Context: an optimization exercise on an open-source flow, tuned for small area, a short achievable clock period and few clock cycles. The choices shown serve that exercise and are no tape-out recipe. RTL that was checked went through simulation tests only; none was proved equivalent to the original. Power and IR drop assume default switching activity.

## mvm_top
module mvm_top (
	input  logic                   clk,
	input  logic                   rst,
	input  logic                   cmd_req,
	input  logic [17-1:0]  cmd,      
	input  logic                   res_ack,
	output logic                   cmd_ack,
	output logic                   res_req,
	output logic [23-1:0]  res       
);
	logic                      mat_we;
	logic                      vec_we;
	logic [2:0]                wr_row;
	logic [2:0]                wr_col;
	logic [8-1:0]    wr_data;
	logic                      start;
	logic [3:0]                start_n;
	logic                      f_v;
	logic [2:0]                f_row;
	logic                      f_half;
	logic                      flush;
	logic                      commit;
	logic                      op_v;
	logic                      op_h;
	logic [2:0]                op_row;
	logic [4*8-1:0]  op_mat;
	logic [4*8-1:0]  op_vec;
	logic                      a_v;
	logic                      a_h;
	logic [2:0]                a_row;
	logic [20-1:0]     a_sum;
	logic                      o_free;
	seq_ctrl u_seq_ctrl (
		.clk     (clk),
		.rst     (rst),
		.cmd_req (cmd_req),
		.cmd     (cmd),
		.a_v     (a_v),
		.a_h     (a_h),
		.a_row   (a_row),
		.o_free  (o_free),
		.cmd_ack (cmd_ack),
		.mat_we  (mat_we),
		.vec_we  (vec_we),
		.wr_row  (wr_row),
		.wr_col  (wr_col),
		.wr_data (wr_data),
		.start   (start),
		.start_n (start_n),
		.f_v     (f_v),
		.f_row   (f_row),
		.f_half  (f_half),
		.flush   (flush),
		.commit  (commit)
	);
	operand_store u_operand_store (
		.clk     (clk),
		.rst     (rst),
		.mat_we  (mat_we),
		.vec_we  (vec_we),
		.wr_row  (wr_row),
		.wr_col  (wr_col),
		.wr_data (wr_data),
		.start   (start),
		.start_n (start_n),
		.f_v     (f_v),
		.f_row   (f_row),
		.f_half  (f_half),
		.op_v    (op_v),
		.op_h    (op_h),
		.op_row  (op_row),
		.op_mat  (op_mat),
		.op_vec  (op_vec)
	);
	proc_element u_proc_element (
		.clk    (clk),
		.rst    (rst),
  ...
Size: about 3000 cells after synthesis, ~940 flip-flops, roughly 46 I/O pins, roughly 43000 um^2 of cells after synthesis.
Settings: LEC_CHECK=0, ABC_CLOCK_PERIOD_IN_PS=2500, CAP_MARGIN=20, CORE_MARGIN=2, CORE_UTILIZATION=40, SETUP_SLACK_MARGIN=4.5, SLEW_MARGIN=20; clock period 7.0 ns.
run.sh (not shown) runs the stock make flow with config.mk's settings and CLKGATE_MAP_FILE= SYNTH_SCRIPT=/design/flow/synth_recipe.tcl, a recipe that flattens the netlist after the stock synthesis.
Testbench counts at the start, summed over its fixed seeds: cycles 9,990.
==> next run, changes <==
--- a/flow/config.mk
+++ b/flow/config.mk
@@ -8 +7,0 @@
-export ABC_CLOCK_PERIOD_IN_PS = 2500
@@ -12 +10,0 @@
-export SETUP_SLACK_MARGIN = 4.5
Cell count shrinks by 5.9%.
Sequential cell count stays the same.
Register-to-register slack got worse by 0.98 ns.
Sequential power grows by about 2%.
Clock skew shrinks by 0.021 ns.
Fmax shrinks by 24%.
==> next run, changes <==
--- a/flow/config.mk
+++ b/flow/config.mk
@@ -7,0 +8 @@
+export ABC_CLOCK_PERIOD_IN_PS = 2500
@@ -10,0 +12 @@
+export SETUP_SLACK_MARGIN = 3
Result:
- power rises by 2.1%
- first-iteration DRC count falls by 0.98%
- cell count is about the same
- cell area rises by 0.60%
- clock skew stays flat

========
mvm_top, a different RTL version from the one above (not shown whole).
For scale: ~1000 flip-flops, ~46 I/O pins.
make LEC_CHECK=0 ABC_CLOCK_PERIOD_IN_PS=1500 CAP_MARGIN=20 CORE_MARGIN=2 CORE_UTILIZATION=75 CTS_CLUSTER_DIAMETER=80 CTS_CLUSTER_SIZE=25 SETUP_SLACK_MARGIN=4.4 SLEW_MARGIN=20 finish   # period 7.0 ns
The baseline went through all stages and came out clean.
Testbench counts at the start, summed over its fixed seeds: cycles 9,863.
Rerun with:
CTS_CLUSTER_DIAMETER = 90   (was 80)
CTS_CLUSTER_SIZE = 30   (was 25)
SETUP_SLACK_MARGIN = 4.5   (was 4.4)
Outcome: Core utilization came out higher by 0.13 points. Sequential share of layout area stays flat. Final cell count is about the same. Critical path depth came out lower by 4. Die area is unchanged. Power came out lower by 1.1%. Wire length came out lower by 0.94%. Via count came out lower by 0.96%. Sequential power hardly moves. Non-clock buffer count came out higher by 10. Global-route usage came out lower by 0.20 points.

========
== violet ==
Another version of the RTL of mvm_top (not shown whole).
For scale: about 2900 cells after synthesis, about 1000 flip-flops, roughly 43000 um^2 of cells after synthesis.
export LEC_CHECK = 0
export ABC_CLOCK_PERIOD_IN_PS = 1500
export CAP_MARGIN = 20
export CORE_MARGIN = 2
export CORE_UTILIZATION = 75
export CTS_CLUSTER_DIAMETER = 80
export CTS_CLUSTER_SIZE = 25
export SETUP_SLACK_MARGIN = 4.3
export SLEW_MARGIN = 20
create_clock -name core_clock -period 7.0 [get_ports {clk}]
Testbench counts of violet, summed over its fixed seeds: cycles 9,863.
What maple does differently from violet at the input level:
Settings: changing SETUP_SLACK_MARGIN from 4.3 to 4.5.
Findings:
- Between maple and violet, the clock-pin slew on the worst setup and hold paths figures differ only marginally.
- Run comparison: violet launch point of the worst path u_proc_element.pc_q[48]$_DFF_P_; maple launch point of the worst path u_proc_element.ps_q[26]$_DFF_P_
- Looking at cell count across maple and violet, the one that comes out lower is violet.
- From violet to maple the numbers moved as follows: utilization of the core after routing increased 0.76 points, worst setup margin increased 0.068 ns, total global routing track utilization increased 0.67 points, sum of routed wire length over all layers increased about 0.6%, number of nets in the layout increased about 0.37%.
- Diff violet -> maple: area growth from synthesis to layout went up, source-to-sink clock delay at the later pin of the worst-skew pair did not really move.
Inputs modified between maple and willow:
Settings: changing SETUP_SLACK_MARGIN from 4.5 to 4.7.
[summary]
Looking at length of routed wiring on met1, willow sits above maple.
The via count reported for willow is higher than the one for maple.
[diff] worst setup slack, willow relative to maple: improvement
Modified inputs, tundra compared to willow
Settings: SETUP_SLACK_MARGIN changed from 4.7 to 4.4.
[summary]
For tundra and willow, there was not a single run that failed to finish clean.
Changes observed in tundra relative to willow: sequential share of layout area now sits higher, net switching power now sits lower, wire length now sits lower.
For tundra, the critical path class was register to primary output, unlike willow, where it was register to register.
In the metrics for tundra and willow, the one carrying the lower overall power of the completed layout is tundra.
Delta (tundra minus willow): ratio of final minimum period to clock period increased 0.90 points; cell count decreased 2.4%; area taken by multi-input logic gates decreased 4.7%; combined buffer and inverter count along the critical path decreased 1.

========
## run 1
RTL: one of the versions met above, not the one the previous note started from.
For scale: roughly 2900 cells after synthesis, about 46 I/O pins, ~43000 um2 of cells after synthesis.
Design mvm_top, start of the top module:
module mvm_top (
	input  logic                   clk,
	input  logic                   rst,
	input  logic                   cmd_req,
	input  logic [17-1:0]  cmd,      
	input  logic                   res_ack,
	output logic                   cmd_ack,
	output logic                   res_req,
	output logic [23-1:0]  res       
);
Settings: LEC_CHECK=0, ABC_CLOCK_PERIOD_IN_PS=1500, CAP_MARGIN=20, CORE_MARGIN=2, CORE_UTILIZATION=75, CTS_CLUSTER_DIAMETER=80, CTS_CLUSTER_SIZE=25, SETUP_SLACK_MARGIN=4.55, SLEW_MARGIN=20; clock period 7.0 ns.
Testbench counts of run 1, summed over its fixed seeds: cycles 9,863.
Input-level comparison between run 2 and run 1:
- SETUP_SLACK_MARGIN now 4.5, was 4.55
- CORE_UTILIZATION now 80, was 75
Notes after the runs:
- Looking at synthesis-to-finish area growth, run 2 sits 1.1 points lower than run 1 does.
- The ratio of final minimum period to clock period of run 2 falls short of that of run 1 by 0.61 points.
- Going from run 1 to run 2, fraction of area in registers grows by 0.52 points.
- Compared with run 1, run 2 is more frugal on power.
- In the flow results for run 1 and run 2, the worst setup slack is larger on run 2.
For run 3, these inputs were changed with respect to run 2:
- a change of CORE_UTILIZATION from 80 to 70
[summary]
Compared to run 2, run 3 has met3 track utilization from global routing 4.3 points lower.
Against run 2, run 3 comes in 113 higher on final cell count.
Changes observed in run 3 relative to run 2: non-clock buffer count has increased; switching share of power dropped 0.60 points.
From run 2 to run 3 the numbers moved as follows: total area of multi-input combinational cells did not really move; cell area moved up; total length of routed wires decreased about 5.5%; required arrival time at the worst endpoint essentially unchanged.
Looking at launch point of the critical path, the u_result_buffer.res[21] result is from run 3; the u_result_buffer.res[20] one comes from run 2.
As far as synthesized cell count goes, run 2 and run 3 are indistinguishable; the numbers are identical.
#### Input delta (run 4 over run 3)
- CORE_UTILIZATION changed from 70 to 75
## What came out
NOTE: number of rows in the core area in run 4 falls short of that of run 3
Of run 4 and run 3, the higher worst-case setup margin in the final layout belongs to run 4.
Against run 3, well tap count in run 4 fell by a few percent.
Going from run 3 to run 4, area overhead of the layout relative to synthesis shrinks by 0.94 points.
Run 4 ended with less non-clock buffer count than run 3.
Run 4 and run 3 ended up with roughly the same fraction of standard cell area in multi-input logic.
Between run 3 and run 4, share of cells above drive strength 1 decreased.
Relative to run 3, total global routing track utilization has gone up in run 4.
In the tables for run 4 and run 3, sequential share of layout area reads higher with run 4.

========
Another version of the RTL of mvm_top (not shown whole).
For scale: ~3100 cells after synthesis, ~46 I/O pins, ~44000 um^2 of cells after synthesis.
export LEC_CHECK = 0
export ABC_CLOCK_PERIOD_IN_PS = 1500
export CAP_MARGIN = 20
export CORE_MARGIN = 2
export CORE_UTILIZATION = 75
export CTS_CLUSTER_DIAMETER = 80
export CTS_CLUSTER_SIZE = 25
export SETUP_SLACK_MARGIN = 4.4
export SLEW_MARGIN = 20
create_clock -name core_clock -period 7.0 [get_ports {clk}]
The starting point passed the timing, DRC and antenna checks.
Next try:
SYNTH_HIERARCHICAL = 1   (was default)
SYNTH_MINIMUM_KEEP_SIZE = 1500   (was default)
What happened: The new run finished with timing, DRC and antenna clean. Core utilization falls by 0.44 points. Power hardly moves. Worst setup slack gains 0.020 ns. Non-clock buffer count increases by 1. Synthesized area increases by about 3%. Cell count rose by 5.1%. Register-to-register slack gains 0.02 ns. Design area goes up by 1.9%. Hold slack hardly moves. Routed wire length is higher by 7.0%.
No functional check of the RTL was part of any run of this note.

## afterwards: timing with drivers on the ports
How much do the figures lean on ideal ports? The routed layouts below were timed once more, with nothing changed but the port constraints.
Step 1: set_driving_cell puts a clkbuf_16 on clk and a buf_2 on each other input, an assumption about the parent block.
Step 2 also shifts input and output timing later by t, the mid clock arrival at the registers, as if the neighbouring blocks saw the same clock.
Slacks: no drivers / after step 1 / after step 2; pairs: no drivers / after step 1.
run	shift t [ns]	slack for setup (ns)	worst setup path at the end
the first run of note 1	0.748	3.850 / 3.850 / 3.850	register to register
the second run of note 1	0.738	2.870 / 2.870 / 2.870	register to register
the third run of note 1	0.732	2.884 / 2.884 / 2.884	register to register
the first run of note 2	0.692	4.343 / 4.343 / 4.037	input to register
the second run of note 2	0.669	4.381 / 4.362 / 3.952	input to register
violet	0.690	4.338 / 4.277 / 3.953	input to register
maple	0.688	4.407 / 4.363 / 3.855	input to register
willow	0.696	4.417 / 4.361 / 4.026	input to register
tundra	0.702	4.353 / 4.289 / 3.757	input to register
run 1	0.700	4.329 / 4.323 / 3.950	input to register
run 2	0.703	4.371 / 4.306 / 3.911	input to register
run 3	0.686	4.376 / 4.313 / 4.106	input to register
run 4	0.703	4.393 / 4.332 / 3.893	input to register
the first run of note 5	0.689	4.231 / 4.231 / 4.231	register to register
the second run of note 5	0.693	4.251 / 4.251 / 4.251	register to register
After both steps every run listed still meets setup and hold. For tundra, which loses most, drivers alone change the setup slack by -0.064 ns; drivers and shift together by -0.596 ns.
